Background: an optimization exercise with open tools, aiming at small area, a short achievable clock period and few clock cycles per item. Do not read the settings as production practice. No run shown here included a check of the RTL's function; only the layout flow was run.

**flow/config.mk**
```make
export PLATFORM = sky130hd
export DESIGN_NAME = fc2_bias_adder
export DESIGN_NICKNAME = fc2_bias_adder
export VERILOG_FILES = /design/flow/design.v
export SDC_FILE = /design/flow/constraint.sdc
export NUM_CORES = 4
export LEC_CHECK = 0
export CAP_MARGIN = 20
export CORE_AREA = 5 5 415 415
export DIE_AREA = 0 0 420 420
export SETUP_SLACK_MARGIN = 2.3
export SLEW_MARGIN = 20
```
**flow/constraint.sdc**
```tcl
create_clock -name core_clock -period 5.0 [get_ports {clk}]
set_input_delay 1.0000 -clock core_clock [delete_from_list [all_inputs] [get_ports {clk}]]
set_output_delay 1.0000 -clock core_clock [all_outputs]
set_load 0.01 [all_outputs]
```
**flow/design.v**
```verilog
package fc2_bias_adder_pkg;
    localparam int FC2_N_LANE  = 16;
    localparam int FC2_N_BATCH = 2;
    localparam int FC2_W_BIAS  = 34;
    localparam int FC2_W_ACC   = 34;
    localparam int FC2_W_OUT   = 32;
    localparam int FC2_W_ADDR  = 1;
    typedef logic [1:0] state_t;
    localparam state_t S_FETCH = 2'd0;
    localparam state_t S_LATCH = 2'd1;
    localparam state_t S_WAIT  = 2'd2;
    localparam state_t S_OUT   = 2'd3;
endpackage
module fc2_bias_sat_add
#(
    parameter int W_A = fc2_bias_adder_pkg::FC2_W_ACC,
    parameter int W_B = fc2_bias_adder_pkg::FC2_W_BIAS,
    parameter int W_O = fc2_bias_adder_pkg::FC2_W_OUT
) (
    input  logic [W_A-1:0] acc,
    input  logic [W_B-1:0] bias,
    output logic [W_O-1:0] sum_sat
);
    localparam int W_S = ((W_A > W_B) ? W_A : W_B) + 1;
    localparam int W_L = W_O - 1;            
    localparam int W_H = W_S - 1 - W_L;      
    localparam int N_LV = $clog2(W_L);
    logic [W_S-2:0] a, b;
    assign a = (W_S-1)'($signed(acc));
    assign b = (W_S-1)'($signed(bias));
    logic [W_L-1:0] g0, t0, p0;
    assign g0 = a[W_L-1:0] & b[W_L-1:0];
    assign t0 = a[W_L-1:0] | b[W_L-1:0];
    assign p0 = a[W_L-1:0] ^ b[W_L-1:0];
    logic [W_L-1:0] gl [0:N_LV];
    logic [W_L-1:0] tl [0:N_LV];
    assign gl[0] = g0;
    assign tl[0] = t0;
    for (genvar k = 0; k < N_LV; k++) begin : g_lv
        for (genvar i = 0; i < W_L; i++) begin : g_bit
            if (((i >> k) & 1) == 1) begin : g_op
                localparam int J = ((i >> k) << k) - 1;
                fc2_pfx_op u_op (
                    .g_hi (gl[k][i]),
                    .t_hi (tl[k][i]),
                    .g_lo (gl[k][J]),
                    .t_lo (tl[k][J]),
                    .g    (gl[k+1][i]),
                    .t    (tl[k+1][i])
                );
            end else begin : g_pass
                assign gl[k+1][i] = gl[k][i];
                assign tl[k+1][i] = tl[k][i];
            end
        end
    end
    logic [W_L:0] c;
    assign c = {gl[N_LV], 1'b0};
    logic signed [W_H:0] h0, h1;
    assign h0 = (W_H+1)'($signed(a[W_S-2:W_L])) + (W_H+1)'($signed(b[W_S-2:W_L]));
    assign h1 = h0 + 1'b1;
    logic ovf0, ovf1, sign, ovf;
    assign ovf0 = !((&h0) || !(|h0));
    assign ovf1 = !((&h1) || !(|h1));
    assign sign = c[W_L] ? h1[W_H] : h0[W_H];
    assign ovf  = c[W_L] ? ovf1 : ovf0;
    assign sum_sat = {sign, ovf ? {W_L{~sign}} : (p0 ^ c[W_L-1:0])};
endmodule
module fc2_pfx_op (
    input  logic g_hi,
    input  logic t_hi,
    input  logic g_lo,
    input  logic t_lo,
    output logic g,
    output logic t
);
    assign g = g_hi | (t_hi & g_lo);
    assign t = t_hi & t_lo;
endmodule
module fc2_bias_adder
#(
    parameter int N_LANE  = fc2_bias_adder_pkg::FC2_N_LANE,
    parameter int N_BATCH = fc2_bias_adder_pkg::FC2_N_BATCH,
    parameter int W_BIAS  = fc2_bias_adder_pkg::FC2_W_BIAS,
    parameter int W_ACC   = fc2_bias_adder_pkg::FC2_W_ACC,
    parameter int W_OUT   = fc2_bias_adder_pkg::FC2_W_OUT,
    parameter int W_ADDR  = fc2_bias_adder_pkg::FC2_W_ADDR
) (
    input  logic                      clk,
    input  logic                      rstn,
    input  logic                      flush,
    output logic [W_ADDR-1:0]         rom_aa,
    output logic                      rom_cena,
    input  logic [N_LANE*W_BIAS-1:0]  rom_qa,
    input  logic                      acc_valid,
    output logic                      acc_ready,
    input  logic [N_LANE*W_ACC-1:0]   acc_data,
    output logic                      out_valid,
    input  logic                      out_ready,
    output logic [N_LANE*W_OUT-1:0]   out_data,
    output logic                      out_last
);
    logic               primed;      
    logic [W_ADDR-1:0]  batch_cnt;   
    logic [W_ADDR-1:0]  batch_nxt;
    logic               is_last;
    logic               load;        
    logic               acc_hs;
    logic [N_LANE*W_OUT-1:0] sat_sum;
    assign is_last   = (batch_cnt == W_ADDR'(N_BATCH - 1));
    assign load      = !out_valid || out_ready;
    assign acc_ready = primed && load;
    assign acc_hs    = acc_valid && acc_ready && !flush;
    always_comb begin
        if (flush)       batch_nxt = '0;
        else if (acc_hs) batch_nxt = is_last ? '0 : batch_cnt + 1'b1;
        else             batch_nxt = batch_cnt;
    end
    assign rom_aa   = batch_nxt;
    assign rom_cena = 1'b0;
    for (genvar i = 0; i < N_LANE; i++) begin : g_lane
        fc2_bias_sat_add #(
            .W_A (W_ACC),
            .W_B (W_BIAS),
            .W_O (W_OUT)
        ) u_sat_add (
            .acc     (acc_data[(N_LANE-1-i)*W_ACC +: W_ACC]),
            .bias    (rom_qa[(N_LANE-1-i)*W_BIAS +: W_BIAS]),
            .sum_sat (sat_sum[(N_LANE-1-i)*W_OUT +: W_OUT])
        );
    end
    always_ff @(posedge clk or negedge rstn) begin
        if (!rstn) begin
            primed    <= 1'b0;
            batch_cnt <= '0;
            out_valid <= 1'b0;
        end else begin
            primed    <= 1'b1;
            batch_cnt <= batch_nxt;
            if (flush)          out_valid <= 1'b0;
            else if (acc_hs)    out_valid <= 1'b1;
            else if (out_ready) out_valid <= 1'b0;
        end
    end
    always_ff @(posedge clk) begin
        if (load) begin
            out_data <= sat_sum;
            out_last <= is_last;
        end
    end
endmodule
```
**flow/run.sh**
```bash
#!/bin/bash
# synth_recipe.tcl (not shown) runs the flow's synth.tcl, then flattens the netlist and writes it again
# the make line also repeats each setting of config.mk as NAME=value (left out here)
make -C /OpenROAD-flow-scripts/flow DESIGN_CONFIG=/design/flow/config.mk WORK_HOME=/design/flow/orfs CLKGATE_MAP_FILE= SYNTH_SCRIPT=/design/flow/synth_recipe.tcl finish
```
==> results of run 1 <==
[synth_stat cells (77+ instances only)]
cell / count / area (sq um)
a21oi_1: 315 / 1580
edfxtp_1: 513 / 15400
fa_1: 96 / 1920
ha_1: 992 / 12400
inv_1: 1230 / 4620
nand2_1: 111 / 417
nand2b_1: 77 / 482
nor2_1: 227 / 852
nor2b_1: 98 / 613
nor3_1: 109 / 546
o21a_1: 146 / 1100
o21ai_0: 470 / 2350
o21bai_1: 110 / 826
xnor2_1: 161 / 1410
xor2_1: 240 / 2100
[cells by family after synthesis]
family                     share of synthesized area, %
AOI/OAI and AO/OA                                  17.5
xor gates and xnor gates                           6.80
buffers and inverters                              9.71
muxes                                             0.414
and+or+nand+nor                                    7.83
DFF                                                30.0
other                                            0.0145
adders and majority gates                          27.8
==> results.txt, run 1 <==
Synth:
- After synthesis, the share of flip-flops with an asynchronous set or reset is 0.581%.
- The most frequently used flop master after synthesis is edfxtp_1.
- After synthesis, flip-flops and latches occupy 30.0% of the total area.
- The synthesized netlist occupies a cell area of 51600 sq um.
- During synthesis, Yosys emitted a total of 6 warnings.
- The post-synthesis cell type count is 69.
- The number of flops mapped to enable cells by yosys is 513.
- The synthesized design contains 516 register bits.
- Synthesis produced a netlist with a net count of 7732.
- The average footprint of a synthesized cell is 9.30 sq um.
- The instance count of the mapped netlist is 5551.

Floorplanning:
- The die height is 420 um.
- The initial utilization of the core area, before any placement, comes to 30.9%.
- The overall die width is 420 um.
- After floorplanning, the core was divided into 150 placement rows.

Outcome:
- The tool reported: "[ERROR PPL-0024] Number of IO pins (1610) exceeds maximum number of available positions (1520). Increase the die perimeter from 1680.00um to 2189.60um".
- The flow did not finish.
- The stage where the run ended is I/O pin placement (3_2_place_iop).
==> run 2: changes to the inputs <==
==> flow/flow/run.sh (new file) <==
#!/bin/bash
# Own layout flow: the standard ORFS flow, with two settings changed:
#  - the port buffers that global placement inserts on every input and output are buf_1
#    cells instead of the default delay-buffer cells;
#  - the adder-cell mapping step of synthesis is skipped (ADDER_MAP_FILE empty), so the adders
#    are mapped by ABC as plain gates. Registers and their names are those of the standard synthesis.
# Each tool's full output goes to the ORFS logs under orfs/logs; make's own output goes to
# flow_make.log in the folder this runs in.
set -euo pipefail
bash standard.sh "BUFFER_PORTS_ARGS=-buffer_cell sky130_fd_sc_hd__buf_1" "ADDER_MAP_FILE=" finish > flow_make.log 2>&1
==> flow/standard.sh (new file) <==
#!/bin/bash
# synth_recipe.tcl (not shown) runs the flow's synth.tcl, then flattens the netlist and writes it again
# the make line also repeats each setting of config.mk as NAME=value (left out here)
make -C /OpenROAD-flow-scripts/flow DESIGN_CONFIG=/design/flow/config.mk WORK_HOME=/design/flow/orfs CLKGATE_MAP_FILE= SYNTH_SCRIPT=/design/flow/synth_recipe.tcl "${@:-finish}"
removed: flow/run.sh
==> results.txt, run 2 <==
Outcome:
- Result of the run: did not finish (unchanged).
- The stage where the run ended is I/O pin placement (3_2_place_iop) (unchanged).
- First Err: [ERROR PPL-0024] Number of IO pins (1610) exceeds maximum number of available positions (1520). Increase the die perimeter from 1680.00um to 2189.60um (unchanged).

Synth:
- The sequential share of the synthesized area is 36.7% (was 30.0%).
- The number of flops mapped to enable cells by yosys is 513 (unchanged).
- Main area contributors after synthesis: edfxtp_1, xnor2_1, xor2_1 (was edfxtp_1, ha_1, inv_1).
- The complex-gate fraction of the synthesized area is 21.5% (was 17.5%).
- The average footprint of a synthesized cell is 9.54 sq um (was 9.30 sq um).
- The adder-cell area share of the yosys netlist is 7.41% (was 27.8%).
- The number of nets produced by synthesis came to 5515 (was 7732).
- The count of synthesis-stage warnings from yosys is 6 (unchanged).
- The post-synthesis mux area share was 0.525% (was 0.414%).
- The largest family of logic cells by synthesized area is compound AO/OA/AOI/OAI gates (was adder cells).
- The post-synthesis cell type count is 93 (was 69).
- The top cell type by total area after synthesis is edfxtp_1 (unchanged).
- The synthesized-area fraction occupied by xor and xnor cells is 20.9% (was 6.80%).
- List of most frequent post-synthesis cells: xnor2_1, edfxtp_1, a21oi_1 (was inv_1, ha_1, edfxtp_1).
- The cell area after technology mapping came to 42200 sq um (was 51600 sq um).
- The cell with the most instances after synthesis is xnor2_1 (was inv_1).
- The share of Yosys cell area claimed by the top area cell type is 36.5% (was 29.8%).
- The most frequently used flop master after synthesis is edfxtp_1 (unchanged).
- The register bit total from synthesis was 516 (unchanged).
- The share of synthesized flip-flops with an asynchronous set or reset is 0.581% (unchanged).
- The post-synthesis share of cell area spent on and, or, nand and nor gates is 10.9% (was 7.83%).
- The instance count of the mapped netlist was 4422 (was 5551).

Floorplanning:
- The overall die width came to 420 um (unchanged).
- The number of standard-cell rows in the floorplan is 150 (unchanged).
- The die height was 420 um (unchanged).
- The effective utilization at floorplan is 25.2% (was 30.9%).
run 2: cell types whose count changed after synthesis, moves of 105 or more:
cell | before | now
inv_1 | 1230 | 60
ha_1 | 992 | 0
xnor2_1 | 161 | 618
maj3_1 | 0 | 293
o21ai_0 | 470 | 214
nor2_1 | 227 | 407
xor2_1 | 240 | 390
a21oi_1 | 315 | 456
a31oi_1 | 2 | 136
o21a_1 | 146 | 13
nand2_1 | 111 | 231
o22ai_1 | 1 | 106
run 2: cells by family after synthesis:
group | Yosys count
muxes | 17
and+or+nand+nor | 970
adders and majority gates | 310
buffers and inverters | 162
other | 2
DFF | 516
xor gates and xnor gates | 1008
AOI/OAI and AO/OA | 1437
